From an optimization exercise on the open Yosys and OpenROAD flow, aimed at small area, a short achievable clock period and few clock cycles per item; shortcuts taken in it are not production practice.
RTL that was checked went through simulation tests only; none was proved equivalent to the original.
No functional check of the RTL was part of run 1.
Power figures rest on the tool's default switching activity, not on a simulated workload.

File: flow/run.sh
#!/bin/bash
# Standard synthesis and layout (the standard.sh, unchanged scripts); the
# only difference from the standard flow's own layout is a larger setup slack margin for
# ORFS's repair_timing steps, so that repair keeps improving paths past the
# point where they meet the (unchanged) 10 ns constraint.
set -euo pipefail
cd "$(dirname "$0")/.."
MARGIN=$(cat flow/margin.txt)
bash standard.sh synth > synth_make.log 2>&1
bash standard.sh SETUP_SLACK_MARGIN=$MARGIN finish > layout_make.log 2>&1
File: flow/margin.txt
6.55
File: standard.sh
#!/bin/bash
# synth_recipe.tcl (not shown) runs the flow's synth.tcl, then flattens the netlist and writes it again
# the make line also repeats each setting of config.mk as NAME=value (left out here)
make -C /OpenROAD-flow-scripts/flow DESIGN_CONFIG=/design/flow/config.mk WORK_HOME=/design/flow/orfs CLKGATE_MAP_FILE= SYNTH_SCRIPT=/design/flow/synth_recipe.tcl "${@:-finish}"
File: config.mk
export PLATFORM = sky130hd
export DESIGN_NAME = joystick_mouse_button_qualifier_unit
export DESIGN_NICKNAME = joystick_mouse_button_qualifier_unit
export VERILOG_FILES = /design/flow/design.v
export SDC_FILE = /design/flow/constraint.sdc
export NUM_CORES = 4
export LEC_CHECK = 0
export CAP_MARGIN = 20
export CORE_MARGIN = 2
export CORE_UTILIZATION = 40
export CTS_CLUSTER_DIAMETER = 132
export CTS_CLUSTER_SIZE = 24
export SLEW_MARGIN = 20
export TNS_END_PERCENT = 30
File: constraint.sdc
create_clock -name core_clock -period 10.0 [get_ports {i_clk}]
set_input_delay 2.0000 -clock core_clock [delete_from_list [all_inputs] [get_ports {i_clk}]]
set_output_delay 2.0000 -clock core_clock [all_outputs]
set_load 0.01 [all_outputs]
File: design.v
`timescale 1ns / 1ps
package jmbq_pkg;
    localparam int NUM_BTN   = 5;
    localparam int BTN_IDX_W = $clog2(NUM_BTN);
    localparam int TIME_W   = 32;
    localparam int SAMPLE_W = 12;
    localparam int KEYS_W   = 4;
    localparam int MOVE_W   = 8;
    localparam int SPEED_W  = 7;
    localparam int DZ_W     = 11;
    localparam int MS_W     = 16;
    localparam int CLICK_W  = 2;
    localparam int NUM_W = SAMPLE_W + SPEED_W;
    localparam int IN_TDATA_W  = 64;
    localparam int OUT_TDATA_W = 32;
    localparam int IN_NOW_LSB   = 0;
    localparam int IN_SX_LSB    = IN_NOW_LSB + TIME_W;
    localparam int IN_SY_LSB    = IN_SX_LSB + SAMPLE_W;
    localparam int IN_STICK_LSB = IN_SY_LSB + SAMPLE_W;
    localparam int IN_KEYS_LSB  = IN_STICK_LSB + 1;
    localparam int IN_USED_W    = IN_KEYS_LSB + KEYS_W;
    localparam int OUT_MX_LSB    = 0;
    localparam int OUT_MY_LSB    = OUT_MX_LSB + MOVE_W;
    localparam int OUT_MV_LSB    = OUT_MY_LSB + MOVE_W;
    localparam int OUT_CLICK_LSB = OUT_MV_LSB + 1;
    localparam int OUT_DOWN_LSB  = OUT_CLICK_LSB + CLICK_W;
    localparam int OUT_UP_LSB    = OUT_DOWN_LSB + KEYS_W;
    localparam int OUT_USED_W    = OUT_UP_LSB + KEYS_W;
    localparam int CFG_IDX_W  = 3;
    localparam int CFG_DATA_W = 16;
    localparam logic [CFG_IDX_W-1:0] CFG_CENTER_X   = 3'd0;
    localparam logic [CFG_IDX_W-1:0] CFG_CENTER_Y   = 3'd1;
    localparam logic [CFG_IDX_W-1:0] CFG_DEADZONE   = 3'd2;
    localparam logic [CFG_IDX_W-1:0] CFG_TOP_SPEED  = 3'd3;
    localparam logic [CFG_IDX_W-1:0] CFG_DEBOUNCE   = 3'd4;
    localparam logic [CFG_IDX_W-1:0] CFG_LONG_PRESS = 3'd5;
    localparam logic [SAMPLE_W-1:0] RST_CENTER     = 12'd2048;
    localparam logic [DZ_W-1:0]     RST_DEADZONE   = 11'd50;
    localparam logic [SPEED_W-1:0]  RST_TOP_SPEED  = 7'd10;
    localparam logic [MS_W-1:0]     RST_DEBOUNCE   = 16'd30;
    localparam logic [MS_W-1:0]     RST_LONG_PRESS = 16'd1000;
    localparam logic [SAMPLE_W-1:0] AXIS_FULL_SCALE = 12'd2048;
    localparam logic [CLICK_W-1:0] CLICKS_PRESS = 2'd1;
    localparam logic [CLICK_W-1:0] CLICKS_LONG  = 2'd2;
endpackage
`timescale 1ns / 1ps
module joystick_mouse_button_qualifier_unit (
    input  logic                                i_clk,
    input  logic                                i_rst_n,
    input  logic                                s_axis_tvalid,
    output logic                                s_axis_tready,
    input  logic [jmbq_pkg::IN_TDATA_W-1:0]     s_axis_tdata,
    output logic                                m_axis_tvalid,
    input  logic                                m_axis_tready,
    output logic [jmbq_pkg::OUT_TDATA_W-1:0]    m_axis_tdata,
    input  logic                                i_cfg_we,
    input  logic [jmbq_pkg::CFG_IDX_W-1:0]      i_cfg_idx,
    input  logic [jmbq_pkg::CFG_DATA_W-1:0]     i_cfg_wdata
);
    localparam int NB = jmbq_pkg::NUM_BTN;
    localparam int TW = jmbq_pkg::TIME_W;
    localparam int SW = jmbq_pkg::SAMPLE_W;
    localparam int KW = jmbq_pkg::KEYS_W;
    localparam int PW = jmbq_pkg::SPEED_W;
    localparam int DW = jmbq_pkg::DZ_W;
    localparam int HW = jmbq_pkg::MS_W;
    localparam int AW = 19;
    localparam int MW = 32;
    localparam int BRW = 10;
    logic [SW-1:0] r_center_x, r_center_y;
    logic [DW-1:0] r_deadzone;
    logic [PW-1:0] r_top_speed;
    logic [HW-1:0] r_debounce_ms, r_long_press_ms;
    always_ff @(posedge i_clk) begin
        if (!i_rst_n) begin
            r_center_x      <= jmbq_pkg::RST_CENTER;
            r_center_y      <= jmbq_pkg::RST_CENTER;
            r_deadzone      <= jmbq_pkg::RST_DEADZONE;
            r_top_speed     <= jmbq_pkg::RST_TOP_SPEED;
            r_debounce_ms   <= jmbq_pkg::RST_DEBOUNCE;
            r_long_press_ms <= jmbq_pkg::RST_LONG_PRESS;
        end else if (i_cfg_we) begin
            case (i_cfg_idx)
                jmbq_pkg::CFG_CENTER_X:   r_center_x      <= i_cfg_wdata[SW-1:0];
                jmbq_pkg::CFG_CENTER_Y:   r_center_y      <= i_cfg_wdata[SW-1:0];
                jmbq_pkg::CFG_DEADZONE:   r_deadzone      <= i_cfg_wdata[DW-1:0];
                jmbq_pkg::CFG_TOP_SPEED:  r_top_speed     <= i_cfg_wdata[PW-1:0];
                jmbq_pkg::CFG_DEBOUNCE:   r_debounce_ms   <= i_cfg_wdata[HW-1:0];
                jmbq_pkg::CFG_LONG_PRESS: r_long_press_ms <= i_cfg_wdata[HW-1:0];
                default: ;
            endcase
        end
    end
    logic r_en, r_ready;
    logic r_out_valid, r_spare_valid;
    logic [jmbq_pkg::OUT_USED_W-1:0] r_out_data, r_spare_data;
    logic w_arrive;
    logic [jmbq_pkg::OUT_USED_W-1:0] w_result;
    assign s_axis_tready = r_ready;
    assign m_axis_tvalid = r_out_valid;
    assign m_axis_tdata  = {(jmbq_pkg::OUT_TDATA_W - jmbq_pkg::OUT_USED_W)'(0), r_out_data};
    logic          r_v0;
    logic [TW-1:0] r_now;
    logic [NB-1:0] r_raw;
    always_ff @(posedge i_clk) begin
        if (!i_rst_n) begin
            r_v0 <= 1'b0;
        end else if (r_en) begin
            r_v0 <= s_axis_tvalid;
        end
    end
    always_ff @(posedge i_clk) begin
        if (r_en) begin
            r_now <= s_axis_tdata[jmbq_pkg::IN_NOW_LSB +: TW];
            r_raw <= {s_axis_tdata[jmbq_pkg::IN_KEYS_LSB +: KW],
                      s_axis_tdata[jmbq_pkg::IN_STICK_LSB]};
        end
    end
    logic [NB-1:0] r_raw_last, r_stable;
    logic [TW-1:0] r_change_time [NB];
    logic [TW-1:0] r_press_start;
    logic          r_press_valid, r_long_done;
    function automatic logic f_after(input logic [TW-1:0] now, input logic [TW-1:0] then,
                                     input logic [HW-1:0] lim, input logic or_eq);
        logic [15:0] nl, nh, tl, th, x, y, hx, hc;
        logic        b16, lo, eq0, eq1;
        logic [17:0] s;
        nl  = now[15:0];
        nh  = now[31:16];
        tl  = ~then[15:0];
        th  = ~then[31:16];
        b16 = nl < then[15:0];
        x   = nl ^ tl ^ ~lim;
        y   = (nl & tl) | (nl & ~lim) | (tl & ~lim);
        s   = {2'b0, x} + {1'b0, y, or_eq} + 18'd1;
        lo  = b16 ? (s[17] | s[16]) : s[17];
        eq0 = (nh == then[31:16]);
        hx  = nh ^ th;
        hc  = {nh[14:0] | th[14:0], 1'b0};
        eq1 = (hx == hc);
        f_after = !(b16 ? eq1 : eq0) || lo;
    endfunction
    logic [NB-1:0] w_changed, w_acc;
    logic          w_long_hit, w_press;
    logic [1:0]    w_clicks;
    logic [KW-1:0] w_downs, w_ups;
    logic          w_step;
    assign w_step = r_en && r_v0;
    always_comb begin
        for (int b = 0; b < NB; b++) begin
            w_changed[b] = r_raw[b] != r_raw_last[b];
            w_acc[b]     = !w_changed[b] && (r_stable[b] != r_raw[b]) &&
                           f_after(r_now, r_change_time[b], r_debounce_ms, 1'b0);
        end
        w_press    = w_acc[0] && r_raw[0];
        w_long_hit = !w_acc[0] && r_stable[0] && r_press_valid && !r_long_done &&
                     f_after(r_now, r_press_start, r_long_press_ms, 1'b1);
        w_clicks   = {w_long_hit, w_press};
        w_downs    = w_acc[NB-1:1] & r_raw[NB-1:1];
        w_ups      = w_acc[NB-1:1] & ~r_raw[NB-1:1];
    end
    always_ff @(posedge i_clk) begin
        if (!i_rst_n) begin
            r_raw_last    <= '1;
            r_stable      <= '1;
            r_press_valid <= 1'b0;
            r_long_done   <= 1'b0;
        end else if (w_step) begin
            r_raw_last <= r_raw;
            for (int b = 0; b < NB; b++) begin
                if (w_acc[b]) r_stable[b] <= r_raw[b];
            end
            if (w_acc[0]) begin
                r_press_valid <= r_raw[0];
                r_long_done   <= 1'b0;
            end else if (w_long_hit) begin
                r_long_done <= 1'b1;
            end
        end
    end
    always_ff @(posedge i_clk) begin
        if (w_step) begin
            for (int b = 0; b < NB; b++) begin
                if (w_changed[b]) r_change_time[b] <= r_now;
            end
        end
    end
    always_ff @(posedge i_clk) begin
        if (!r_press_valid) r_press_start <= r_now;
    end
    logic [SW-1:0]  r_div;
    logic [11:0]    w_booth, r_booth_x, r_booth_yn;
    logic [8:0]     w_sp_ext;
    assign w_sp_ext = {1'b0, r_top_speed, 1'b0};
    always_comb begin
        for (int i = 0; i < 4; i++) begin
            w_booth[3*i+2] = w_sp_ext[2*i+2];
            w_booth[3*i+1] = (w_sp_ext[2*i+2] && !w_sp_ext[2*i+1] && !w_sp_ext[2*i]) ||
                             (!w_sp_ext[2*i+2] && w_sp_ext[2*i+1] && w_sp_ext[2*i]);
            w_booth[3*i]   = w_sp_ext[2*i+1] ^ w_sp_ext[2*i];
        end
    end
    always_ff @(posedge i_clk) begin
        r_div      <= 12'd2048 - {1'b0, r_deadzone};
        r_booth_x  <= w_booth;
        r_booth_yn <= ~w_booth;
    end
    function automatic logic [AW-1:0] f_mag(input logic [SW-1:0] s, input logic [SW-1:0] c);
        logic [SW:0]   a, b;
        logic [SW-1:0] mag;
        a   = {1'b0, s} - {1'b0, c};
        b   = {1'b0, c} - {1'b0, s};
        mag = a[SW] ? b[SW-1:0] : a[SW-1:0];
        f_mag = {!a[SW], 5'b0, mag[SW-1], mag};
    endfunction
    function automatic logic [AW-1:0] f_zone(input logic [AW-1:0] a, input logic [DW-1:0] dz,
                                             input logic [SW-1:0] dv);
        logic [SW:0]   e;
        logic [SW-1:0] m;
        e = {1'b0, a[SW-1:0]} - {2'b0, dz};
        if (a[SW])                   m = dv;
        else if (e[SW] || e == '0)   m = '0;
        else                         m = e[SW-1:0];
        f_zone = {a[AW-1], 6'b0, m};
    endfunction
    function automatic logic [MW-1:0] f_mul(input logic [AW-1:0] a, input logic [11:0] bd);
        logic [17:0] row [4];
        logic [13:0] m;
        logic [17:0] ext, s1, c1, s2, c2;
        logic [6:0]  lo;
        for (int i = 0; i < 4; i++) begin
            m = bd[3*i] ? {2'b0, a[SW-1:0]} : bd[3*i+1] ? {1'b0, a[SW-1:0], 1'b0} : 14'd0;
            if (bd[3*i+2]) m = ~m;
            ext = {{4{m[13]}}, m};
            row[i] = ext << (2 * i);
            if (i > 0) row[i][2*i-2] = bd[3*(i-1)+2];
        end
        s1 = row[0] ^ row[1] ^ row[2];
        c1 = ((row[0] & row[1]) | (row[0] & row[2]) | (row[1] & row[2])) << 1;
        s2 = s1 ^ c1 ^ row[3];
        c2 = ((s1 & c1) | (s1 & row[3]) | (c1 & row[3])) << 1;
        lo = {1'b0, s2[5:0]} + {1'b0, c2[5:0]};
        f_mul = {a[AW-1], s2[17:6], c2[17:6], lo};
    endfunction
    function automatic logic [AW-1:0] f_sum(input logic [MW-1:0] a);
        f_sum = {a[MW-1], a[30:19] + a[18:7] + {11'd0, a[6]}, a[5:0]};
    endfunction
    function automatic logic [AW-1:0] f_div(input logic [AW-1:0] a, input logic [DW-1:0] dz);
        logic [SW-1:0] t;
        logic [SW:0]   s;
        t = a[17:6];
        s = {1'b0, t} + {2'b01, dz};
        f_div = {a[AW-1], s[SW] ? s[10:0] : t[10:0], a[5:0], s[SW]};
    endfunction
    localparam int NST = 11;
    logic           r_vs [1:NST-1];
    logic [BRW-1:0] r_bs [1:NST-1];
    logic [AW-1:0]  r_xs [1:NST-1];
    logic [AW-1:0]  r_ys [1:NST-1];
    logic [AW-1:0]  w_xs [1:NST-1];
    logic [AW-1:0]  w_ys [1:NST-1];
    logic [SW-1:0]  r_sx, r_sy;
    always_ff @(posedge i_clk) begin
        if (r_en) begin
            r_sx <= s_axis_tdata[jmbq_pkg::IN_SX_LSB +: SW];
            r_sy <= s_axis_tdata[jmbq_pkg::IN_SY_LSB +: SW];
        end
    end
    logic [MW-1:0]  r_mx, r_my;
    always_comb begin
        w_xs[1] = f_mag(r_sx, r_center_x);
        w_ys[1] = f_mag(r_sy, r_center_y);
        w_xs[2] = f_zone(r_xs[1], r_deadzone, r_div);
        w_ys[2] = f_zone(r_ys[1], r_deadzone, r_div);
        w_xs[3] = '0;
        w_ys[3] = '0;
        w_xs[4] = f_sum(r_mx);
        w_ys[4] = f_sum(r_my);
        for (int k = 5; k < NST; k++) begin
            w_xs[k] = f_div(r_xs[k-1], r_deadzone);
            w_ys[k] = f_div(r_ys[k-1], r_deadzone);
        end
    end
    always_ff @(posedge i_clk) begin
        if (!i_rst_n) begin
            for (int k = 1; k < NST; k++) r_vs[k] <= 1'b0;
        end else if (r_en) begin
            r_vs[1] <= r_v0;
            for (int k = 2; k < NST; k++) r_vs[k] <= r_vs[k-1];
        end
    end
    always_ff @(posedge i_clk) begin
        if (r_en) begin
            r_bs[1] <= {w_ups, w_downs, w_clicks};
            for (int k = 2; k < NST; k++) r_bs[k] <= r_bs[k-1];
            for (int k = 1; k < NST; k++) begin
                if (k != 3) begin
                    r_xs[k] <= w_xs[k];
                    r_ys[k] <= w_ys[k];
                end
            end
            r_mx <= f_mul(r_xs[2], r_booth_x);
            r_my <= f_mul(r_ys[2], ~r_booth_yn);
        end
    end
    function automatic logic [7:0] f_move(input logic [AW-1:0] pre, input logic [AW-1:0] post);
        logic [6:0] hi, nhi;
        logic       b0;
        hi  = {1'b0, pre[5:0]};
        nhi = -hi;
        b0  = post[0];
        if (!post[AW-1])  f_move = {hi, b0};
        else if (b0)      f_move = {~hi, 1'b1};
        else              f_move = {nhi, 1'b0};
    endfunction
    logic [AW-1:0] w_xl, w_yl;
    logic [7:0]    w_mx, w_my;
    assign w_xl     = f_div(r_xs[NST-1], r_deadzone);
    assign w_yl     = f_div(r_ys[NST-1], r_deadzone);
    assign w_mx     = f_move(r_xs[NST-1], w_xl);
    assign w_my     = f_move(r_ys[NST-1], w_yl);
    assign w_arrive = r_en && r_vs[NST-1];
    assign w_result = {r_bs[NST-1],
                       (|r_xs[NST-1][5:0]) || w_xl[0] || (|r_ys[NST-1][5:0]) || w_yl[0],
                       w_my, w_mx};
    logic w_out_load, w_en_next;
    assign w_out_load = !r_out_valid || m_axis_tready;
    assign w_en_next  = !((r_out_valid && !m_axis_tready) && (r_spare_valid || w_arrive)) &&
                        !(r_spare_valid && w_arrive);
    always_ff @(posedge i_clk) begin
        if (!i_rst_n) begin
            r_out_valid   <= 1'b0;
            r_spare_valid <= 1'b0;
            r_en          <= 1'b1;
            r_ready       <= 1'b1;
        end else begin
            if (w_out_load) begin
                r_out_valid   <= r_spare_valid || w_arrive;
                r_spare_valid <= r_spare_valid && w_arrive;
            end else begin
                r_spare_valid <= r_spare_valid || w_arrive;
            end
            r_en    <= w_en_next;
            r_ready <= w_en_next;
        end
    end
    always_ff @(posedge i_clk) begin
        if (w_out_load) begin
            r_out_data <= r_spare_valid ? r_spare_data : w_result;
        end
        if (w_arrive && ((r_spare_valid && w_out_load) || (!r_spare_valid && !w_out_load))) begin
            r_spare_data <= w_result;
        end
    end
endmodule
==> impl_metrics.csv, run 1 <==
group,metric,value,unit
outcome,status,"complete, no violations",
pwr,irDropWorstVdd,0.000142,V
logic_synthesis,synth_cell_types,84,
floorplan,die_area,0.132,mm^2
logic_synthesis,yosysMostFrequentCell,"edfxtp_1",
placement,gp_congestion,0.877,
logic_synthesis,synth-simple-area-share,6.46,%
logic_synthesis,async_flop_share,0,%
detailed_routing,wire_per_inst,18.0,um
floorplan,initial_core_util,40.4,%
setup_path,slowest_stage,"clkdlybuf4s50_1",
finish,area_delta_synth_final,10.8,%
global_route,grt_pass1_vias,30668,
global_route,grtUsageTotal,16.3,%
clocking,clk_pin_slew,0.10,ns
clocking,cts.htree.levels,2,
setup_path,critPathMaxStageDelay,0.55,ns
detailed_routing,initialDrtViolationCount,1783,
sta,hold_violations,0,
clocking,cts_buffers,45,
setup_path,r2r-start,"r_now[15]",
sta,drv_slew,0,
min_path,min_to,"r_booth_x[0]",
placement,dp_hpwl,78400,um
clocking,cts_sinks,923,
run,maxCapViolCount,0,
logic_synthesis,ys_ff_latch,923,
detailed_routing,antenna_left,0,
floorplan,die_w,363,um
pwr,leakagePower,23.4,nW
logic_synthesis,synth-xor-area-share,6.02,%
min_path,hold_path_depth,0,
logic_synthesis,netlist_area,0.0516,mm^2
setup_path,worstPathArrival,1.60,ns
setup_path,cp_top_family,"buffers and inverters",
setup_path,reg2reg_setup_slack,6.51,ns
floorplan,io_pins,122,
sta,fmax,278,MHz
placement,port_buffers,113,
setup_path,critPathMaxFanout,2,
sta,fin_crit,3.60,ns
logic_synthesis,ys_seq_area_share,51.1,%
finish,nets,5098,
global_route,gr-total-overflow,0,
logic_synthesis,synth-compound-area-share,9.58,%
detailed_routing,wl,108000,um
placement,dpl_worst_slack,5.75,ns
logic_synthesis,synthFlopType,"edfxtp_1",
logic_synthesis,synth_common_cells,"edfxtp_1, ha_1, inv_1",
logic_synthesis,synth_edf_count,789,
logic_synthesis,netlist.area_leader.share,45.9,%
detailed_routing,drtPass1Iterations,5,
logic_synthesis,synth_top_family_by_area,"adder cells",
finish,num_antenna_cells,0,
sta,rsz0062_at_grt,"true",
detailed_routing,dr_total_vias,30628,
logic_synthesis,netlist_instances,4123,
setup_path,r2r-end,"r_press_valid",
logic_synthesis,yosysTopAreaCell,"edfxtp_1",
floorplan,rows,131,
setup_path,crit_type,"register to output pin",
clocking,clk-insertion-delay-late,0.67,ns
sta,min_period_over_period,36.0,%
sta,maxSlewHeadroom,29.6,%
min_path,hold_path.startpoint,"r_top_speed[0]",
setup_path,cp_data_required_time,8.00,ns
detailed_routing,drc,0,
pwr,power.density,213,mW/mm^2
setup_path,path_buf_inv,1,
sta,worst_pin_slew,1.06,ns
floorplan,core-area,0.128,mm^2
floorplan,die_height,363,um
setup_path,crit_path_end_kind,"output pin",
setup_path,start_kind,"register",
global_route,antenna_found_initial,3,
logic_synthesis,synthMuxAreaShare,3.96,%
clocking,cts_root_buffer,"clkbuf_16",
logic_synthesis,postSynthAreaPerCell,12.5,um^2
sta,finalSetupViolations,0,
sta,skew,0.0280,ns
clocking,cts_tree,"yes",
setup_path,r2r_cells,13,
min_path,hold_path.class,"register to register",
sta,finalSetupTns,0,ns
logic_synthesis,ys_warn_count,10,
setup_path,cp_cell_sequence,"clkdlybuf4s50_1",
clocking,cts_buffer_depth,3,
global_route,grt_first_pass_wirelength,170000,um
sta,whs,0.412,ns
logic_synthesis,netlist_top_cells_area,"edfxtp_1, ha_1, fa_1",
sta,setup_slack,6.40,ns
logic_synthesis,synth_fa_ha_area_share,19.5,%
global_route,grt_start_max_net_pins,138,
finish,drive_gt1_share,8.71,%
clocking,cts_hold_repair.buffers,0,
detailed_routing,via_per_inst,5.10,
==> logic make-up after synthesis <==
group | count (synthesis)
AND/OR/NAND/NOR | 714
other | 1
XOR/XNOR | 355
adder cells (fa/ha/maj) | 705
multiplexers | 186
buffers and inverters | 454
flip-flops | 923
AO/OA/AOI/OAI | 785
==> worst max path at each step <==
stage	start	endpoint	slack, ns	cells past startpoint
final	r_out_valid	m_axis_tvalid	6.40	1
after global placement	m_axis_tready	r_spare_data[1]	5.75	5
after detailed placement	m_axis_tready	r_spare_data[1]	5.75	5
after floorplan	r_en	s_axis_tready	4.08	0
after CTS	r_out_data[18]	m_axis_tdata[18]	6.31	1
after global routing	r_out_valid	m_axis_tvalid	6.32	1
==> power by group <==
part           leakage, nW  internal (mW)  switching (mW)  total [mW]
logic                 13.3           2.17            2.10        4.27
registers             9.42           5.33           0.422        5.76
clock network        0.650          0.896            1.27        2.16
==> layer usage <==
metal / global-route usage [%] / part of all wire, %
met1: 21.7 / 45
met5: 0 / 0.022
met2: 28.1 / 49
met3: 1.77 / 3.5
met4: 4.36 / 2.4
==> worst reg2reg max path: stages, from the launching register on <==
cell      delay [ns]
edfxtp_1        0.34
buf_4           0.30
inv_1           0.11
fa_1            0.51
inv_1           0.04
ha_1            0.29
nand3_1         0.10
o21ai_0         0.47
o21bai_1        0.24
nand2_1         0.09
a32o_2          0.35
buf_4           0.18
a211oi_2        0.22
o32ai_1         0.12
==> layout by cell type, fill, tap and decap left out, drive strengths merged, types with 28 or more instances in the layout <==
master,netlist,layout
a211oi,37,37
nor2,121,121
nand2,333,333
nand4,47,47
buf,32,110
nor2b,40,40
nand2b,28,28
mux2,142,142
fa,167,167
a21o,112,112
inv,361,359
ha,538,538
xor2,134,134
dfxtp,134,134
clkbuf,59,79
o21bai,39,39
o21ai,179,179
xnor2,221,221
edfxtp,789,789
a21oi,237,237
mux2i,44,44
nand3,29,29
nor3,38,38
clkdlybuf4s50,0,108
==> through the flow <==
step | area, um^2 | power, mW | utilization, % | cells
2_1_floorplan | 51700 | 8.97 | - | 4127
3_3_place_gp | 54900 | 9.85 | 43.0 | 5862
3_5_place_dp | 54900 | 9.96 | 43.0 | 5862
4_1_cts | 56800 | 12.2 | 44.4 | 5981
5_1_grt | 57200 | 13.1 | 44.7 | 6003
6_report | 57200 | 12.2 | 44.7 | 6003
==> sequential cells by signal, summed over array words and instances, names as in the netlist, 12 cells and up <==
register and flops:
r_bs 100, r_now 32, r_xs 159, r_change_time 160, r_sx 12, r_spare_data 27
r_mx 32, r_center_x 12, r_div 12, r_center_y 12, r_sy 12, r_out_data 27
r_ys 159, r_debounce_ms 16, r_my 32, r_press_start 32, r_long_press_ms 16
==> area by class of cell <==
type / instances / area (um^2)
Tap cell: 1662 / 2080
Clock buffer: 78 / 1270
Clock inverter: 5 / 103
Inverter: 363 / 1390
Multi-Input combinational cell: 2750 / 23800
Timing Repair Buffer: 222 / 2150
Sequential cell: 923 / 26400
Fill cell: 11618 / 70600
==> repair_timing <==
item | 4_1_cts | 5_1_grt
pin swaps | 10 | 14
cloned | 0 | 3
resized for setup | 49 | 61
setup endpoints to repair | 203 | 222
buffers inserted | 36 | 16
==> inputs of run 2 (changes only) <==
--- a/design.v
+++ b/design.v
@@ -67,3 +67,3 @@
     localparam int AW = 19;
-    localparam int MW = 32;
+    localparam int MW = 26;
     localparam int BRW = 10;
@@ -229,3 +229,3 @@
         logic [17:0] ext, s1, c1, s2, c2;
-        logic [6:0]  lo;
+        logic [12:0] lo;
         for (int i = 0; i < 4; i++) begin
@@ -241,7 +241,7 @@
         c2 = ((s1 & c1) | (s1 & row[3]) | (c1 & row[3])) << 1;
-        lo = {1'b0, s2[5:0]} + {1'b0, c2[5:0]};
-        f_mul = {a[AW-1], s2[17:6], c2[17:6], lo};
+        lo = {1'b0, s2[11:0]} + {1'b0, c2[11:0]};
+        f_mul = {a[AW-1], s2[17:12], c2[17:12], lo};
     endfunction
     function automatic logic [AW-1:0] f_sum(input logic [MW-1:0] a);
-        f_sum = {a[MW-1], a[30:19] + a[18:7] + {11'd0, a[6]}, a[5:0]};
+        f_sum = {a[MW-1], a[24:19] + a[18:13] + {5'd0, a[12]}, a[11:0]};
     endfunction
@@ -254,3 +254,3 @@
     endfunction
-    localparam int NST = 11;
+    localparam int NST = 10;
     logic           r_vs [1:NST-1];
@@ -276,4 +276,4 @@
         w_ys[3] = '0;
-        w_xs[4] = f_sum(r_mx);
-        w_ys[4] = f_sum(r_my);
+        w_xs[4] = f_div(f_sum(r_mx), r_deadzone);
+        w_ys[4] = f_div(f_sum(r_my), r_deadzone);
         for (int k = 5; k < NST; k++) begin
==> flow/margin.txt (replaced) <==
6.3
--- a/config.mk
+++ b/config.mk
@@ -13,2 +13 @@
 export SLEW_MARGIN = 20
-export TNS_END_PERCENT = 30
==> impl_metrics.csv, run 2 <==
group,metric,value,unit
clocking,clk_pin_slew,0.09,ns
pwr,power.total,12.5,mW
finish,area_delta_synth_final,10.8,%
detailed_routing,drtPass1Iterations,5,
pwr,clkPwrFrac,16.0,%
pwr,comb_power_share,41.0,%
pwr,p_int,8.42,mW
logic_synthesis,postSynthAreaPerCell,12.1,um^2
sta,maxSlewHeadroom,24.2,%
setup_path,crit_type,"input pin to register",
pwr,power.density,224,mW/mm^2
logic_synthesis,netlist_instances,4133,
clocking,cts_hold_repair.buffers,0,
logic_synthesis,synth_cell_types,86,
finish,largest_register_ffs,160,
placement,dp_hpwl,78700,um
global_route,grt_start_max_net_pins,168,
global_route,grt_pass1_vias,30653,
pwr,p_switching,4.03,mW
outcome,status,"complete, no violations",
sta,min_period_over_period,36.3,%
clocking,cts_root_buffer,"clkbuf_16",
logic_synthesis,ys_ff_latch,862,
placement,dpl.cell_count,5841,
sta,rsz0062_at_grt,"true",
logic_synthesis,yosysTopAreaCell,"edfxtp_1",
setup_path,crit_path_end_kind,"register",
logic_synthesis,ys_warn_count,10,
setup_path,critPathMaxFanout,32,
clocking,cts_sinks,862,
sta,drv_slew,0,
detailed_routing,initialDrtViolationCount,1734,
pwr,irDropWorstVdd,0.000165,V
sta,finalSetupViolations,0,
detailed_routing,wire_per_inst,17.6,um
setup_path,start_kind,"input pin",
finish,nets,5103,
pwr,power.share.switching,32.4,%
floorplan,die_area,0.128,mm^2
clocking,cts_tree,"yes",
setup_path,worstPathArrival,3.88,ns
floorplan,core-area,0.124,mm^2
placement,gp_congestion,0.845,
logic_synthesis,async_flop_share,0,%
sta,finalSetupTns,0,ns
clocking,cts.htree.levels,2,
sta,hold_violations,0,
sta,skew,0.0594,ns
finish,top_register,"r_change_time",
sta,worst_pin_slew,1.13,ns
logic_synthesis,synthFlopType,"edfxtp_1",
finish,nFillCells,11302,
global_route,gr-total-overflow,0,
logic_synthesis,netlist_top_cells_area,"edfxtp_1, ha_1, fa_1",
logic_synthesis,ys_seq_area_share,49.0,%
global_route,grtUsageTotal,16.4,%
logic_synthesis,netlist.area_leader.share,43.7,%
finish,instances_no_fill,5976,
sta,fin_crit,3.63,ns
detailed_routing,antenna_left,0,
detailed_routing,dr_total_vias,30361,
floorplan,io_pins,122,
detailed_routing,via_per_inst,5.08,
sta,fmax,276,MHz
finish,final_util,44.8,%
logic_synthesis,synth_common_cells,"edfxtp_1, ha_1, inv_1",
global_route,antenna_found_initial,6,
detailed_routing,wl,105000,um
logic_synthesis,yosysMostFrequentCell,"edfxtp_1",
floorplan,initial_core_util,40.4,%
clocking,cts_buffer_depth,3,
setup_path,cp_data_required_time,10.26,ns
floorplan,rows,129,
floorplan,die_w,358,um
clocking,clk-insertion-delay-late,0.67,ns
clocking,cts_buffers,42,
sta,whs,0.394,ns
pwr,leakagePower,22.7,nW
finish,drive_gt1_share,8.85,%
finish,biggestRegsByFlops,"r_change_time (160), r_xs (140), r_ys (140)",
finish,final_common_cell,"edfxtp_1",
logic_synthesis,synth_edf_count,729,
logic_synthesis,netlist_area,0.0501,mm^2
detailed_routing,drc,0,
placement,port_buffers,113,
pwr,pwr-share-seq,42.9,%
floorplan,die_height,358,um
finish,final_cell_mix,"edfxtp_1, ha_1, inv_1",
global_route,grt_first_pass_wirelength,165000,um
run,maxCapViolCount,0,
min_path,hold_path.class,"register to register",
run 2: changes by cell type in the layout (fill, tap and decap cells not counted), moves of 11 or more:
cell and change:
xor2_1 -16, dfxtp_1 -11, dfxtp_4 +11, edfxtp_1 -60, nand3b_1 +15, o21ai_0 +23
nand2_1 -13, xnor2_1 +12, inv_1 +30
run 2: final timing paths:
kind / startpoint / endpoint / slack [ns] / cells past startpoint
max reg2reg: r_deadzone[1] / r_out_data[15] / 6.42 / 11
min reg2reg: r_top_speed[0] / r_booth_x[0] / 0.39 / 0
max: m_axis_tready / r_spare_data[21] / 6.37 / 5
min: r_top_speed[0] / r_booth_x[0] / 0.39 / 0
run 2: per-stage QoR:
step	worst slack [ns]	instance area, um^2
CTS	5.96	55200
global placement	5.43	53400
global route	6.27	55500
detailed placement	5.42	53400
floorplan	4.48	50200
finish	6.37	55500
run 2: layout make-up:
type	count	area, um^2	share of cell area, %
Antenna cell	2	5.00	0.00902
Multi-Input combinational cell	2785	24000	43.2
Tap cell	1637	2050	3.69
Sequential cell	862	24600	44.3
Clock inverter	3	38.8	0.0699
Timing Repair Buffer	224	2140	3.85
Inverter	395	1500	2.71
Clock buffer	68	1210	2.18
run 2: logic make-up after synthesis:
| family | count (synthesis) | synth area share (%) |
|---|---|---|
| other cells | 1 | 0.00748 |
| fa+ha+maj | 706 | 20.1 |
| xor+xnor | 353 | 6.17 |
| compound gates | 788 | 9.82 |
| mux | 176 | 3.87 |
| buf+inv | 491 | 3.76 |
| flops | 862 | 49.0 |
| simple gates | 756 | 7.25 |
run 2: power groups by stage:
| stage | sequential (mW) | combinational, mW | clock [mW] |
|---|---|---|---|
| 6_report | 5.35 | 5.11 | 1.99 |
| 5_1_grt | 5.43 | 5.80 | 2.19 |
| 4_1_cts | 5.36 | 5.04 | 2.08 |
| 3_5_place_dp | 5.46 | 4.86 | 0 |
| 3_3_place_gp | 5.44 | 4.77 | 0 |
| 2_1_floorplan | 5.31 | 3.95 | 0 |
run 2: timing repair:
item	in CTS	in global routing
cloned	1	0
resized for setup	50	44
endpoints found under the setup margin	170	116
pin swaps	4	15
setup buffers	42	19
run 2: routing by layer:
layer	global-route usage [%]	vias up	part of all wire (%)
met3	2.08	124	3.3
li1	-	15165	-
met4	4.65	4	2.6
met2	29.1	384	49
met1	21.0	14684	45
met5	0	-	0.025
run 2: worst max-delay path, cell delays in order:
cell and delay, ns:
clkdlybuf4s50_1 0.45, nand2b_2 0.10, buf_4 0.41, nand2_1 0.29, a21oi_4 0.61
Testbench counts of run 2, summed over its fixed seeds: cycles 3,288, polls 3,200.
==> inputs of run 3 (changes only) <==
==> flow/margin.txt (replaced) <==
6.8
==> impl_metrics.csv, run 3 <==
group,metric,value,unit
setup_path,slowest_stage,"fa_1",
clocking,cts_hold_repair.buffers,0,
global_route,grt_first_pass_wirelength,173000,um
setup_path,startpoint,"r_booth_yn[0]",
logic_synthesis,synth_cell_types,86,
global_route,gr-total-overflow,0,
clocking,cts_buffers,42,
floorplan,core-area,0.124,mm^2
sta,skew,0.0387,ns
finish,area_delta_synth_final,17.2,%
sta,finalSetupTns,0,ns
sta,hold_violations,0,
min_path,hold_path.startpoint,"r_top_speed[0]",
clocking,cts_sinks,862,
clocking,cts.htree.levels,2,
setup_path,r2r_cells,18,
floorplan,die_w,358,um
setup_path,crit_path_end_kind,"register",
logic_synthesis,async_flop_share,0,%
finish,largest_register_ffs,160,
global_route,grt_start_max_net_pins,184,
sta,min_period_over_period,34.3,%
floorplan,io_pins,122,
sta,fin_crit,3.43,ns
finish,multi_input_comb_area,0.0254,mm^2
min_path,hold_path.class,"register to register",
detailed_routing,drc,0,
finish,nFillCells,11036,
finish,nets,5320,
pwr,leakagePower,24.2,nW
clocking,cts_buffer_depth,3,
floorplan,die_height,358,um
setup_path,r2r-start,"r_booth_yn[0]",
sta,drv_slew,0,
setup_path,worstPathArrival,3.84,ns
placement,dp_hpwl,75900,um
logic_synthesis,ys_warn_count,10,
setup_path,path_buf_inv,2,
clocking,clk-insertion-delay-late,0.66,ns
setup_path,cp-endpoint,"r_my[12]",
logic_synthesis,postSynthAreaPerCell,12.1,um^2
global_route,grt_pass1_vias,31906,
detailed_routing,antenna_left,0,
logic_synthesis,synth_edf_count,729,
logic_synthesis,netlist.area_leader.share,43.7,%
detailed_routing,wl,111000,um
pwr,power.total,13.8,mW
global_route,grtUsageTotal,17.0,%
setup_path,cp_top_family,"adder cells",
global_route,antenna_found_initial,1,
sta,fmax,291,MHz
clocking,clk_pin_slew,0.10,ns
setup_path,r2r-end,"r_my[12]",
logic_synthesis,synth_common_cells,"edfxtp_1, ha_1, inv_1",
setup_path,cp_data_required_time,10.40,ns
pwr,power.density,235,mW/mm^2
setup_path,start_kind,"register",
detailed_routing,dr_total_vias,31727,
logic_synthesis,ys_ff_latch,862,
setup_path,cp_cell_sequence,"nor2b_1 > buf_4 > nand2_1 > o21ai_2 > xnor2_1 > fa_1 > inv_1 > fa_1 > ha_4 > a21o_1 > a21oi_2 > o21bai_1 > a21oi_2 > o21bai_1 > a21oi_2 > nor2b_1 > o21ai_1 > nand2b_1",
finish,final_common_cell,"edfxtp_1",
setup_path,crit_path_frequent_cell,"a21oi_2",
floorplan,rows,129,
finish,instances_no_fill,6200,
placement,gp_congestion,0.887,
logic_synthesis,netlist_instances,4133,
finish,final_cell_mix,"edfxtp_1, ha_1, inv_1",
sta,setup_slack,6.57,ns
logic_synthesis,netlist_top_cells_area,"edfxtp_1, ha_1, fa_1",
sta,worst_pin_slew,1.04,ns
sta,finalSetupViolations,0,
run,maxCapViolCount,0,
floorplan,die_area,0.128,mm^2
setup_path,crit_type,"register to register",
outcome,status,"complete, no violations",
detailed_routing,initialDrtViolationCount,1659,
clocking,cts_tree,"yes",
finish,register_area,0.0246,mm^2
clocking,cts_root_buffer,"clkbuf_16",
finish,biggestRegsByFlops,"r_change_time (160), r_xs (140), r_ys (140)",
sta,rsz0062_at_grt,"true",
detailed_routing,drtPass1Iterations,5,
placement,dpl.cell_count,5838,
detailed_routing,via_per_inst,5.12,
placement,port_buffers,113,
floorplan,initial_core_util,40.4,%
logic_synthesis,yosysTopAreaCell,"edfxtp_1",
pwr,irDropWorstVdd,0.000168,V
setup_path,critPathMaxStageDelay,0.49,ns
logic_synthesis,yosysMostFrequentCell,"edfxtp_1",
finish,top_register,"r_change_time",
finish,drive_gt1_share,19.2,%
setup_path,critPathMaxFanout,3,
sta,maxSlewHeadroom,30.6,%
setup_path,path_depth,18,
detailed_routing,wire_per_inst,17.9,um
logic_synthesis,synthFlopType,"edfxtp_1",
logic_synthesis,netlist_area,0.0501,mm^2
setup_path,reg2reg_setup_slack,6.57,ns
logic_synthesis,ys_seq_area_share,49.0,%
placement,dpl_worst_slack,4.93,ns
run 3: cell counts after synthesis:
Identical to the previous run, type by type.
run 3: worst min path at each step:
stage	endpoint	slack (ns)	cells past startpoint
detailed placement	r_booth_x[0]	0.37	0
global route	r_booth_x[0]	0.39	0
finish	r_booth_x[0]	0.38	0
global placement	r_booth_x[0]	0.37	0
floorplan	r_booth_x[0]	0.34	0
CTS	r_booth_x[0]	0.38	0
run 3: power breakdown:
group | internal (mW) | leakage (nW) | switching, mW
sequential | 4.98 | 8.74 | 0.363
clock | 0.814 | 0.589 | 1.18
combinational | 3.47 | 14.9 | 3.00
run 3: stage by stage:
step | hold WS [ns] | util, % | instance area (um^2)
after CTS | 0.378 | 45.5 | 56400
after global placement | 0.368 | 43.1 | 53500
after floorplan | 0.344 | - | 50400
after global routing | 0.387 | 47.4 | 58700
final | 0.377 | 47.4 | 58700
after detailed placement | 0.366 | 43.1 | 53500
run 3: worst register-to-register path: stages (launching register included):
cell,delay [ns]
dfxtp_4,0.35
nor2b_1,0.12
buf_4,0.15
nand2_1,0.07
o21ai_2,0.06
xnor2_1,0.14
fa_1,0.49
inv_1,0.05
fa_1,0.48
ha_4,0.28
a21o_1,0.16
a21oi_2,0.13
o21bai_1,0.09
a21oi_2,0.15
o21bai_1,0.10
a21oi_2,0.14
nor2b_1,0.06
o21ai_1,0.11
nand2b_1,0.06
run 3: logic make-up (layout without fill, tap and decap cells):
family	after synthesis	in the layout	share of synthesized area, %
mux	176	176	3.87
flops	862	862	49.0
simple gates	756	757	7.25
buf+inv	491	912	3.76
fa+ha+maj	706	706	20.1
compound gates	788	790	9.82
other cells	1	7	0.00748
xor+xnor	353	353	6.17
run 3: final cells by class:
type | instances | share of cell area, %
Antenna cell | 2 | 0.00852
Clock buffer | 71 | 1.98
Clock inverter | 7 | 0.121
Inverter | 395 | 2.62
Multi-Input combinational cell | 2787 | 43.2
Sequential cell | 862 | 42.0
Tap cell | 1637 | 3.49
Timing Repair Buffer | 439 | 6.63
run 3: what timing repair did:
action | CTS | global route
endpoints found under the setup margin | 297 | 220
setup buffers | 142 | 124
pin swaps | 88 | 168
resized for setup | 306 | 351
cloned | 4 | 12
run 3: layer usage:
layer / vias up / routed length [um] / GRT usage, %
li1: 15601 / - / -
met1: 15532 / 49400 / 22.2
met2: 451 / 55300 / 29.8
met3: 143 / 3480 / 2.14
met4: 0 / 2730 / 4.31
met5: - / 0 / 0
==> inputs of run 4 (changes only) <==
==> flow/margin.txt (replaced) <==
6.55
--- a/config.mk
+++ b/config.mk
@@ -12,2 +12,3 @@
 export CTS_CLUSTER_SIZE = 24
+export PLACE_DENSITY = 0.75
 export SLEW_MARGIN = 20
==> impl_metrics.csv, run 4 <==
group,metric,value,unit
sta,skew,0.0369,ns
sta,setup_slack,6.54,ns
logic_synthesis,netlist_top_cells_area,"edfxtp_1, ha_1, fa_1",
clocking,clk_pin_slew,0.10,ns
logic_synthesis,ys_warn_count,10,
finish,area_delta_synth_final,12.4,%
logic_synthesis,synth_edf_count,729,
clocking,cts_root_buffer,"clkbuf_16",
logic_synthesis,async_flop_share,0,%
sta,min_period_over_period,34.6,%
logic_synthesis,yosysMostFrequentCell,"edfxtp_1",
global_route,grtUsageTotal,16.6,%
min_path,hold_path.class,"register to register",
finish,nets,5172,
logic_synthesis,synth-simple-area-share,7.25,%
global_route,gr-total-overflow,0,
pwr,leakagePower,23.1,nW
placement,port_buffers,113,
sta,finalSetupTns,0,ns
clocking,cts_buffer_depth,3,
finish,largest_register_ffs,160,
detailed_routing,antenna_left,0,
clocking,cts_buffers,42,
logic_synthesis,netlist_area,0.0501,mm^2
detailed_routing,drtPass1Iterations,5,
global_route,grt_first_pass_wirelength,169000,um
placement,dpl-instance-area,0.0535,mm^2
finish,top_register,"r_change_time",
finish,biggestRegsByFlops,"r_change_time (160), r_xs (140), r_ys (140)",
floorplan,core-area,0.124,mm^2
finish,final_common_cell,"edfxtp_1",
sta,fmax,289,MHz
setup_path,worstPathArrival,4.01,ns
logic_synthesis,synth-xor-area-share,6.17,%
setup_path,critPathMaxFanout,5,
setup_path,cp_data_required_time,10.55,ns
detailed_routing,wl,108000,um
sta,hold_violations,0,
sta,drv_slew,0,
floorplan,rows,129,
detailed_routing,via_per_inst,5.24,
logic_synthesis,synth_fa_ha_area_share,20.1,%
clocking,cts_tree,"yes",
clocking,cts_sinks,862,
detailed_routing,dr_total_vias,31689,
outcome,status,"complete, no violations",
placement,dpl.cell_count,5839,
global_route,grt_start_max_net_pins,171,
logic_synthesis,synth-compound-area-share,9.82,%
placement,dp_hpwl,77400,um
pwr,power.total,12.8,mW
detailed_routing,drc,0,
logic_synthesis,yosysTopAreaCell,"edfxtp_1",
logic_synthesis,synthFlopType,"edfxtp_1",
finish,drive_gt1_share,11.5,%
sta,rsz0062_at_grt,"true",
finish,final_util,45.4,%
pwr,power.density,228,mW/mm^2
placement,gp_congestion,0.867,
sta,whs,0.395,ns
clocking,cts.htree.levels,2,
placement,dpl_worst_slack,5.37,ns
finish,finalInstanceArea,0.0563,mm^2
finish,final_cell_mix,"edfxtp_1, ha_1, inv_1",
logic_synthesis,netlist_instances,4133,
logic_synthesis,synth_cell_types,86,
logic_synthesis,synthMuxAreaShare,3.87,%
floorplan,die_height,358,um
floorplan,io_pins,122,
sta,fin_crit,3.46,ns
run,maxCapViolCount,0,
global_route,antenna_found_initial,4,
detailed_routing,wire_per_inst,17.8,um
floorplan,initial_core_util,40.4,%
logic_synthesis,synth_top_family_by_area,"adder cells",
logic_synthesis,synth_common_cells,"edfxtp_1, ha_1, inv_1",
logic_synthesis,ys_ff_latch,862,
logic_synthesis,netlist.area_leader.share,43.7,%
clocking,clk-insertion-delay-late,0.66,ns
sta,maxSlewHeadroom,27.6,%
sta,finalSetupViolations,0,
floorplan,die_w,358,um
detailed_routing,initialDrtViolationCount,2157,
setup_path,crit_type,"register to register",
global_route,grt_pass1_vias,31779,
logic_synthesis,postSynthAreaPerCell,12.1,um^2
logic_synthesis,ys_seq_area_share,49.0,%
finish,instances_no_fill,6051,
floorplan,die_area,0.128,mm^2
sta,worst_pin_slew,1.09,ns
pwr,irDropWorstVdd,0.000160,V
setup_path,start_kind,"register",
setup_path,crit_path_end_kind,"register",
==> run 4: worst paths after layout <==
kind	slack [ns]	cells past startpoint	from	endpoint
min reg2reg	0.39	0	r_bs[1][3]	r_bs[2][3]
max	6.54	12	r_now[1]	r_stable[2]
min	0.39	0	r_bs[1][3]	r_bs[2][3]
max reg2reg	6.54	12	r_now[1]	r_stable[2]
==> run 4: worst max-delay path: stages, from the launching register on <==
cell	delay [ns]
edfxtp_1	0.52
buf_4	0.20
fa_1	0.46
ha_1	0.31
a21o_1	0.18
a21o_1	0.23
a2111oi_4	0.35
o21ai_1	0.14
a21oi_2	0.21
nor2b_1	0.11
a2bb2oi_4	0.22
and3b_1	0.22
o31ai_1	0.18
==> run 4: routing by layer <==
| metal | wire (um) | vias up | GRT usage (%) |
|---|---|---|---|
| met3 | 4790 | 172 | 2.29 |
| met2 | 51800 | 715 | 28.2 |
| met5 | 36 | - | 0 |
| met4 | 3770 | 6 | 5.86 |
| met1 | 47500 | 15491 | 21.7 |
| li1 | - | 15305 | - |
==> run 4: kinds of logic (layout without fill, tap and decap cells) <==
kind of cell | count (synthesis) | after routing
AO/OA/AOI/OAI | 788 | 789
XOR/XNOR | 353 | 353
adder cells (fa/ha/maj) | 706 | 706
buffers and inverters | 491 | 766
flip-flops | 862 | 862
multiplexers | 176 | 176
other | 1 | 6
AND/OR/NAND/NOR | 756 | 756
==> run 4: repair_timing <==
item / 4_1_cts / 5_1_grt
cloned: 1 / 3
setup buffers: 69 / 58
resized for setup: 103 / 106
endpoints found under the setup margin: 325 / 256
hold buffers: 0 / 0
pin swaps: 12 / 43
==> run 4: power by group <==
group | switching (mW) | internal (mW) | total [mW] | leakage (nW)
registers | 0.384 | 4.98 | 5.37 | 8.74
clock network | 1.14 | 0.844 | 1.98 | 0.604
logic | 2.70 | 2.79 | 5.50 | 13.8
total | 4.23 | 8.62 | 12.8 | 23.1
==> run 4: layout make-up <==
cell class	count	area, um^2
flip-flops and latches	862	24600
fillers	10953	67600
inverters	395	1520
clock inverters	5	55.1
repair buffers	293	2630
multi-input cells	2785	24200
clock buffers	73	1210
diodes	1	2.50
well taps	1637	2050
==> inputs of run 5 (changes only) <==
--- a/config.mk
+++ b/config.mk
@@ -12,3 +12,2 @@
 export CTS_CLUSTER_SIZE = 24
-export PLACE_DENSITY = 0.75
 export SLEW_MARGIN = 20
==> impl_metrics.csv, run 5 <==
group,metric,value,unit
outcome,status,"complete, no violations",
detailed_routing,initialDrtViolationCount,1744,
floorplan,die_height,358,um
sta,hold_violations,0,
sta,min_period_over_period,34.5,%
logic_synthesis,ys_warn_count,10,
sta,finalSetupTns,0,ns
pwr,power.share.switching,32.8,%
floorplan,die_w,358,um
floorplan,rows,129,
placement,dpl.cell_count,5834,
clocking,cts_tree,"yes",
sta,setup_slack,6.55,ns
detailed_routing,via_per_inst,5.09,
finish,register_area,0.0246,mm^2
pwr,leakagePower,23.3,nW
finish,area_delta_synth_final,13.4,%
logic_synthesis,async_flop_share,0,%
pwr,pwr-share-seq,41.0,%
finish,final_common_cell,"edfxtp_1",
clocking,cts_sinks,862,
logic_synthesis,synth_edf_count,729,
detailed_routing,dr_total_vias,30947,
clocking,clk_pin_slew,0.10,ns
placement,port_buffers,113,
pwr,irDropWorstVdd,0.000139,V
finish,nFillCells,11285,
detailed_routing,antenna_left,0,
pwr,power.total,13.0,mW
logic_synthesis,netlist.area_leader.share,43.7,%
pwr,power.density,229,mW/mm^2
run,maxCapViolCount,0,
logic_synthesis,synth_cell_types,86,
floorplan,core-area,0.124,mm^2
finish,multi_input_comb_area,0.0244,mm^2
sta,drv_slew,0,
clocking,cts_buffers,42,
setup_path,crit_type,"register to register",
logic_synthesis,ys_seq_area_share,49.0,%
setup_path,r2r-start,"r_ys[2][1]",
placement,dpl_worst_slack,5.24,ns
logic_synthesis,netlist_area,0.0501,mm^2
pwr,p_int,8.76,mW
global_route,grtUsageTotal,17.2,%
setup_path,crit_path_end_kind,"register",
finish,final_cell_mix,"edfxtp_1, ha_1, inv_1",
finish,drive_gt1_share,13.0,%
logic_synthesis,yosysTopAreaCell,"edfxtp_1",
clocking,clk-insertion-delay-late,0.67,ns
sta,finalSetupViolations,0,
finish,instances_no_fill,6085,
setup_path,worstPathArrival,3.83,ns
clocking,cts_root_buffer,"clkbuf_16",
global_route,antenna_found_initial,6,
logic_synthesis,synthFlopType,"edfxtp_1",
logic_synthesis,synth_common_cells,"edfxtp_1, ha_1, inv_1",
logic_synthesis,postSynthAreaPerCell,12.1,um^2
floorplan,die_area,0.128,mm^2
pwr,clkPwrFrac,15.1,%
detailed_routing,wl,110000,um
global_route,grt_pass1_vias,30913,
sta,fin_crit,3.45,ns
clocking,cts_hold_repair.buffers,0,
placement,gp_congestion,0.860,
detailed_routing,drtPass1Iterations,6,
min_path,hold_path.startpoint,"r_top_speed[0]",
finish,top_register,"r_change_time",
sta,rsz0062_at_grt,"true",
global_route,gr-total-overflow,0,
setup_path,critPathMaxFanout,5,
setup_path,startpoint,"r_ys[2][1]",
global_route,grt_first_pass_wirelength,172000,um
logic_synthesis,netlist_instances,4133,
detailed_routing,drc,0,
pwr,p_switching,4.27,mW
logic_synthesis,netlist_top_cells_area,"edfxtp_1, ha_1, fa_1",
finish,biggestRegsByFlops,"r_change_time (160), r_xs (140), r_ys (140)",
clocking,cts.htree.levels,2,
logic_synthesis,ys_ff_latch,862,
logic_synthesis,yosysMostFrequentCell,"edfxtp_1",
global_route,grt_start_max_net_pins,179,
setup_path,start_kind,"register",
floorplan,initial_core_util,40.4,%
floorplan,io_pins,122,
setup_path,cp_data_required_time,10.39,ns
sta,fmax,290,MHz
sta,worst_pin_slew,1.07,ns
sta,skew,0.0570,ns
detailed_routing,wire_per_inst,18.2,um
sta,maxSlewHeadroom,28.5,%
clocking,cts_buffer_depth,3,
pwr,comb_power_share,43.8,%
finish,nets,5214,
min_path,hold_path.class,"register to register",
finish,largest_register_ffs,160,
placement,dp_hpwl,76900,um
## run 5: kinds of logic after synthesis
group           Yosys count  share of synthesized area [%]
compound gates          788                           9.82
simple gates            756                           7.25
fa+ha+maj               706                           20.1
buf+inv                 491                           3.76
other cells               1                        0.00748
flops                   862                           49.0
mux                     176                           3.87
xor+xnor                353                           6.17
## run 5: routing by layer
metal | vias up | share of wire (%) | track usage, %
met3 | 137 | 3.8 | 2.30
li1 | 15378 | - | -
met4 | 4 | 2.6 | 4.49
met2 | 471 | 48 | 29.4
met1 | 14957 | 45 | 22.9
met5 | - | 0.023 | 0
## run 5: repair_timing
| item | 4_1_cts | 5_1_grt |
|---|---|---|
| setup buffers | 105 | 71 |
| endpoints found under the setup margin | 247 | 157 |
| cloned | 1 | 3 |
| gates resized for setup | 125 | 119 |
| pin swaps | 31 | 65 |
## run 5: power groups by stage
stage,clock (mW),combinational (mW),sequential [mW]
after floorplan,0,4.07,5.31
after global placement,0,4.90,5.45
after detailed placement,0,5.00,5.47
after CTS,2.05,5.37,5.35
after global routing,2.17,6.42,5.43
final,1.97,5.71,5.35
## run 5: final cells by class
type,instances,share of cell area [%]
diodes,2,0.00880
inverters,395,2.73
multi-input cells,2785,42.9
clock inverters,3,0.0594
flip-flops and latches,862,43.3
clock buffers,66,2.08
repair buffers,335,5.31
well taps,1637,3.60
## run 5: worst max-delay path, cell delays in order (launching register included)
cell      delay (ns)
edfxtp_1        0.52
a21oi_1         0.20
xnor2_1         0.10
fa_1            0.51
inv_2           0.05
fa_1            0.55
ha_4            0.23
a31oi_4         0.14
nor2b_1         0.07
o21a_1          0.20
o21ai_1         0.13
nand2b_1        0.08
a21oi_2         0.17
o21ai_1         0.09
xor2_1          0.14
## run 5: worst paths after layout
kind / to / slack [ns] / depth (start not counted)
setup / recovery: r_my[11] / 6.55 / 14
hold / removal: r_booth_x[0] / 0.38 / 0
setup reg to reg: r_my[11] / 6.55 / 14
hold reg to reg: r_booth_x[0] / 0.38 / 0
## run 5: stage by stage
stage | cell area, um^2 | util (%) | hold WS (ns)
after floorplan | 50400 | - | 0.344
after global placement | 53400 | 43.1 | 0.369
after detailed placement | 53400 | 43.1 | 0.383
after CTS | 55800 | 45.0 | 0.388
after global routing | 56800 | 45.9 | 0.412
final | 56800 | 45.9 | 0.384
==> inputs of run 6 (changes only) <==
--- a/config.mk
+++ b/config.mk
@@ -11,3 +11,3 @@
 export CTS_CLUSTER_DIAMETER = 132
-export CTS_CLUSTER_SIZE = 24
+export CTS_CLUSTER_SIZE = 26
 export SLEW_MARGIN = 20
==> impl_metrics.csv, run 6 <==
group,metric,value,unit
logic_synthesis,netlist_top_cells_area,"edfxtp_1, ha_1, fa_1",
logic_synthesis,ys_warn_count,10,
run,maxCapViolCount,0,
outcome,status,"complete, no violations",
placement,gp_congestion,0.860,
finish,biggestRegsByFlops,"r_change_time (160), r_xs (140), r_ys (140)",
pwr,power.density,228,mW/mm^2
logic_synthesis,synth_common_cells,"edfxtp_1, ha_1, inv_1",
setup_path,critPathMaxFanout,3,
detailed_routing,antenna_left,0,
global_route,grt_pass1_vias,30909,
floorplan,die_height,358,um
logic_synthesis,async_flop_share,0,%
clocking,cts.htree.levels,2,
pwr,leakagePower,23.3,nW
finish,top_register,"r_change_time",
logic_synthesis,netlist_area,0.0501,mm^2
setup_path,cp_data_required_time,10.39,ns
setup_path,slowest_stage,"fa_1",
sta,skew,0.0498,ns
detailed_routing,wire_per_inst,18.2,um
setup_path,critPathMaxStageDelay,0.51,ns
setup_path,crit_path_frequent_cell,"a21oi_2",
clocking,cts_buffers,40,
placement,dpl-instance-area,0.0534,mm^2
floorplan,die_area,0.128,mm^2
logic_synthesis,ys_ff_latch,862,
floorplan,rows,129,
clocking,cts_root_buffer,"clkbuf_16",
sta,fmax,289,MHz
global_route,use_met1,22.9,%
global_route,antenna_found_initial,4,
pwr,irDropWorstVdd,0.000149,V
global_route,busiest_layer,"met2",
detailed_routing,wl,110000,um
global_route,grt_start_max_net_pins,179,
finish,final_util,45.8,%
sta,min_period_over_period,34.6,%
logic_synthesis,netlist.area_leader.share,43.7,%
pwr,power.total,12.9,mW
setup_path,crit_type,"register to register",
logic_synthesis,yosysTopAreaCell,"edfxtp_1",
detailed_routing,drc,0,
logic_synthesis,yosysMostFrequentCell,"edfxtp_1",
detailed_routing,drtPass1Iterations,5,
clocking,clk_pin_slew,0.10,ns
floorplan,initial_core_util,40.4,%
logic_synthesis,synth_edf_count,729,
detailed_routing,via_per_inst,5.09,
logic_synthesis,synthFlopType,"edfxtp_1",
sta,fin_crit,3.46,ns
logic_synthesis,netlist_instances,4133,
setup_path,worstPathArrival,3.86,ns
finish,final_common_cell,"edfxtp_1",
clocking,cts_sinks,862,
global_route,met2_usage,29.4,%
finish,area_delta_synth_final,13.2,%
sta,rsz0062_at_grt,"true",
global_route,gr-total-overflow,0,
placement,dp_hpwl,76900,um
sta,finalSetupViolations,0,
global_route,met3_usage,1.90,%
global_route,grtUsageTotal,17.1,%
finish,finalInstanceArea,0.0567,mm^2
clocking,clk-insertion-delay-late,0.67,ns
floorplan,die_w,358,um
detailed_routing,dr_total_vias,30963,
sta,hold_violations,0,
clocking,cts_hold_repair.buffers,0,
sta,setup_slack,6.54,ns
finish,largest_register_ffs,160,
setup_path,crit_path_end_kind,"register",
placement,dpl_worst_slack,5.24,ns
clocking,cts_buffer_depth,3,
detailed_routing,initialDrtViolationCount,1697,
sta,whs,0.390,ns
floorplan,core-area,0.124,mm^2
finish,drive_gt1_share,12.5,%
global_route,grt_first_pass_wirelength,171000,um
finish,final_cell_mix,"edfxtp_1, ha_1, inv_1",
setup_path,cp_cell_sequence,"a22oi_2 > xnor2_2 > fa_1 > fa_1 > inv_2 > ha_4 > a21o_1 > a21oi_2 > o21bai_1 > a21oi_2 > o21bai_1 > a21oi_2 > nor2b_1 > o21ai_1 > nand2b_1",
logic_synthesis,ys_seq_area_share,49.0,%
finish,nets,5198,
clocking,cts_tree,"yes",
finish,instances_no_fill,6078,
logic_synthesis,postSynthAreaPerCell,12.1,um^2
logic_synthesis,synth_cell_types,86,
floorplan,io_pins,122,
placement,port_buffers,113,
min_path,hold_path.class,"register to register",
sta,drv_slew,0,
sta,maxSlewHeadroom,28.2,%
placement,dpl.cell_count,5834,
sta,worst_pin_slew,1.07,ns
sta,finalSetupTns,0,ns
setup_path,start_kind,"register",
[run 6: cell counts after synthesis]
Identical to the previous run, type by type.
[run 6: kinds of logic after synthesis]
family / synth area share, %
compound gates: 9.82
buf+inv: 3.76
flops: 49.0
xor+xnor: 6.17
simple gates: 7.25
other cells: 0.00748
fa+ha+maj: 20.1
mux: 3.87
[run 6: power by group]
group / switching, mW / internal, mW
combinational: 2.71 / 2.86
sequential: 0.368 / 4.98
clock: 1.15 / 0.846
[run 6: layout make-up]
cell class | instances | area, um^2
inverter | 395 | 1550
antenna | 4 | 10.0
sequential | 862 | 24600
clock buffer | 67 | 1160
clock inverter | 7 | 93.8
tap | 1637 | 2050
timing repair buffer | 321 | 2940
fill | 11301 | 67200
multi-input combinational | 2785 | 24300
[run 6: timing repair]
item,4_1_cts,5_1_grt
setup endpoints to repair,247,175
gates cloned,1,3
hold endpoints to repair,0,0
buffers inserted,99,63
pin swaps,29,46
resized for setup,120,111
[run 6: final timing paths]
kind,start,to,slack [ns],depth (start not counted)
min,r_top_speed[0],r_booth_x[0],0.39,0
max reg2reg,r_xs[2][4],r_mx[12],6.54,15
min reg2reg,r_top_speed[0],r_booth_x[0],0.39,0
max,r_xs[2][4],r_mx[12],6.54,15
[run 6: worst max-delay path, delay by kind of cell, from the launching register on]
kind | cells | cell delay, ns
adder cells (fa/ha/maj) | 3 | 1.26
AO/OA/AOI/OAI | 8 | 1.21
flip-flops | 1 | 0.49
AND/OR/NAND/NOR | 2 | 0.12
XOR/XNOR | 1 | 0.09
buffers and inverters | 1 | 0.05
[run 6: routing by layer]
layer	up-vias	share of wire, %
met5	-	0.012
met4	2	2.7
met3	128	3.6
met2	521	48
met1	14946	45
li1	15366	-
==> inputs of run 7 (changes only) <==
==> flow/run.sh (replaced) <==
#!/bin/bash
# Standard synthesis and layout (the standard.sh, unchanged scripts); the
# differences from the standard flow's own layout are a larger setup slack margin for
# ORFS's repair_timing steps, so that repair keeps improving paths past the
# point where they meet the (unchanged) 10 ns constraint, and a plain buffer
# (sky130_fd_sc_hd__buf_2) as the cell that buffers every port.
set -euo pipefail
cd "$(dirname "$0")/.."
MARGIN=$(cat flow/margin.txt)
bash standard.sh synth > synth_make.log 2>&1
bash standard.sh SETUP_SLACK_MARGIN=$MARGIN "BUFFER_PORTS_ARGS=-buffer_cell sky130_fd_sc_hd__buf_2" finish > layout_make.log 2>&1
--- a/config.mk
+++ b/config.mk
@@ -9,5 +9,6 @@
 export CORE_MARGIN = 2
-export CORE_UTILIZATION = 40
+export CORE_UTILIZATION = 55
 export CTS_CLUSTER_DIAMETER = 132
-export CTS_CLUSTER_SIZE = 26
+export CTS_CLUSTER_SIZE = 24
+export PLACE_DENSITY = 0.85
 export SLEW_MARGIN = 20
==> impl_metrics.csv, run 7 <==
group,metric,value,unit
global_route,met2_usage,38.6,%
setup_path,r2r-start,"r_booth_yn[3]",
placement,port_buffers,113,
min_path,hold_path_depth,0,
logic_synthesis,netlist_top_cells_area,"edfxtp_1, ha_1, fa_1",
detailed_routing,initialDrtViolationCount,2515,
floorplan,die_area,0.0935,mm^2
min_path,hold_path.startpoint,"r_top_speed[0]",
global_route,use_met1,28.8,%
global_route,busiest_layer,"met2",
global_route,antenna_found_initial,6,
global_route,grt_first_pass_wirelength,168000,um
global_route,grt_start_max_net_pins,181,
logic_synthesis,synth_edf_count,729,
finish,finalInstanceArea,0.0555,mm^2
sta,maxSlewHeadroom,29.5,%
setup_path,crit_type,"register to output pin",
logic_synthesis,netlist_instances,4133,
detailed_routing,via_per_inst,5.76,
finish,final_common_cell,"edfxtp_1",
detailed_routing,drtPass1Iterations,5,
detailed_routing,antenna_left,0,
min_path,min_to,"r_booth_x[0]",
sta,min_period_over_period,35.9,%
finish,nFillCells,6510,
placement,dpl-instance-area,0.0523,mm^2
sta,worst_pin_slew,1.06,ns
finish,area_delta_synth_final,10.7,%
setup_path,worstPathArrival,1.59,ns
global_route,gr-total-overflow,0,
outcome,status,"complete, no violations",
sta,whs,0.340,ns
setup_path,crit_path_end_kind,"output pin",
setup_path,cp_top_family,"flip-flops",
placement,dpl.cell_count,5375,
finish,top_register,"r_change_time",
logic_synthesis,synth_cell_types,86,
floorplan,io_pins,122,
finish,biggestRegsByFlops,"r_change_time (160), r_xs (140), r_ys (140)",
clocking,cts_buffers,42,
logic_synthesis,yosysTopAreaCell,"edfxtp_1",
setup_path,critPathMaxStageDelay,0.45,ns
detailed_routing,wl,108000,um
logic_synthesis,yosysMostFrequentCell,"edfxtp_1",
logic_synthesis,async_flop_share,0,%
floorplan,initial_core_util,55.6,%
clocking,clk_pin_slew,0.09,ns
clocking,cts_hold_repair.buffers,0,
global_route,grtUsageTotal,22.4,%
sta,finalSetupViolations,0,
clocking,clk-insertion-delay-late,0.63,ns
sta,finalSetupTns,0,ns
logic_synthesis,synthFlopType,"edfxtp_1",
logic_synthesis,ys_ff_latch,862,
sta,drv_slew,0,
placement,dp_hpwl,73800,um
finish,instances_no_fill,5607,
detailed_routing,dr_total_vias,32315,
clocking,cts_sinks,862,
global_route,grt_pass1_vias,32508,
global_route,met3_usage,2.70,%
floorplan,rows,110,
clocking,cts_buffer_depth,3,
setup_path,start_kind,"register",
finish,final_cell_mix,"edfxtp_1, ha_1, inv_1",
setup_path,r2r-end,"r_my[10]",
floorplan,die_w,306,um
clocking,cts.htree.levels,2,
logic_synthesis,netlist_area,0.0501,mm^2
setup_path,critPathMaxFanout,51,
floorplan,core-area,0.0901,mm^2
finish,nets,5190,
sta,fmax,279,MHz
setup_path,path_buf_inv,2,
finish,largest_register_ffs,160,
logic_synthesis,ys_seq_area_share,49.0,%
pwr,power.density,235,mW/mm^2
min_path,hold_path.class,"register to register",
logic_synthesis,synth_common_cells,"edfxtp_1, ha_1, inv_1",
floorplan,die_height,306,um
sta,skew,0.0459,ns
detailed_routing,drc,0,
logic_synthesis,ys_warn_count,10,
sta,fin_crit,3.59,ns
setup_path,slowest_stage,"dfxtp_4",
setup_path,cp_data_required_time,8.00,ns
logic_synthesis,postSynthAreaPerCell,12.1,um^2
sta,rsz0062_at_grt,"true",
setup_path,cp_cell_sequence,"buf_16 > buf_2",
setup_path,r2r_cells,17,
clocking,cts_root_buffer,"clkbuf_16",
logic_synthesis,netlist.area_leader.share,43.7,%
finish,drive_gt1_share,14.9,%
clocking,cts_tree,"yes",
run,maxCapViolCount,0,
pwr,leakagePower,23.2,nW
pwr,irDropWorstVdd,0.000189,V
setup_path,reg2reg_setup_slack,6.47,ns
detailed_routing,wire_per_inst,19.2,um
placement,gp_congestion,0.892,
sta,hold_violations,0,
setup_path,path_depth,2,
[run 7: changes by cell type in the layout (fill, tap and decap cells not counted), moves of 4 or more]
| cell | change |
|---|---|
| buf_12 | -9 |
| buf_2 | +110 |
| buf_6 | -6 |
| clkbuf_1 | +8 |
| clkdlybuf4s50_1 | -83 |
| dlygate4sd2_1 | -27 |
| ha_1 | -4 |
| o21ai_0 | +5 |
| o21ai_4 | -4 |
[run 7: cells by family (layout without fill, tap and decap cells)]
logic type / after synthesis / in the layout / synth area share (%)
compound gates: 788 / 789 / 9.82
flops: 862 / 862 / 49.0
buf+inv: 491 / 783 / 3.76
xor+xnor: 353 / 353 / 6.17
other cells: 1 / 6 / 0.00748
simple gates: 756 / 756 / 7.25
mux: 176 / 176 / 3.87
fa+ha+maj: 706 / 706 / 20.1
[run 7: cell type report]
type / count / area, um^2 / share of cell area, %
Clock buffer: 74 / 1190 / 2.15
Antenna cell: 1 / 2.50 / 0.00451
Clock inverter: 3 / 36.3 / 0.0654
Timing Repair Buffer: 311 / 2270 / 4.09
Sequential cell: 862 / 24600 / 44.4
Tap cell: 1176 / 1470 / 2.65
Multi-Input combinational cell: 2785 / 24300 / 43.9
Inverter: 395 / 1540 / 2.78
[run 7: per-stage QoR]
| step | utilization, % | total power [mW] | setup WS [ns] |
|---|---|---|---|
| finish | 61.5 | 13.1 | 6.41 |
| global route | 61.5 | 13.9 | 6.31 |
| CTS | 60.4 | 12.7 | 6.25 |
| detailed placement | 58.0 | 10.5 | 5.76 |
| global placement | 58.0 | 10.2 | 5.62 |
| floorplan | - | 9.39 | 4.48 |
[run 7: metal layers]
layer / share of wire [%] / up-vias
met5: 0.062 / -
li1: - / 15352
met3: 5.5 / 245
met1: 41 / 15713
met2: 49 / 995
met4: 3.6 / 10
[run 7: worst max path at each step]
stage                             start       endpoint  slack [ns]
after floorplan                    r_en  s_axis_tready        4.48
after global placement    r_deadzone[1]    r_ys[4][11]        5.62
after detailed placement  r_deadzone[1]    r_ys[6][10]        5.76
after CTS                          r_en  s_axis_tready        6.25
after global routing      r_booth_yn[3]       r_my[12]        6.31
final                              r_en  s_axis_tready        6.41
[run 7: power by group]
part | switching [mW] | leakage [nW] | internal [mW]
combinational | 2.89 | 13.8 | 2.85
sequential | 0.380 | 8.74 | 4.98
clock | 1.12 | 0.584 | 0.828
[run 7: what timing repair did]
action,CTS,global route
setup buffers,81,69
pin swaps,25,66
setup endpoints to repair,192,160
gates resized for setup,79,120
cloned,1,3

Check on run 7: ideal ports give 6.413 ns setup slack; a clkbuf_16 on the clock port and buf_2 on the inputs give 6.338 ns; moving port delays by the midpoint clock arrival (0.679 ns) as well gives 6.011 ns.
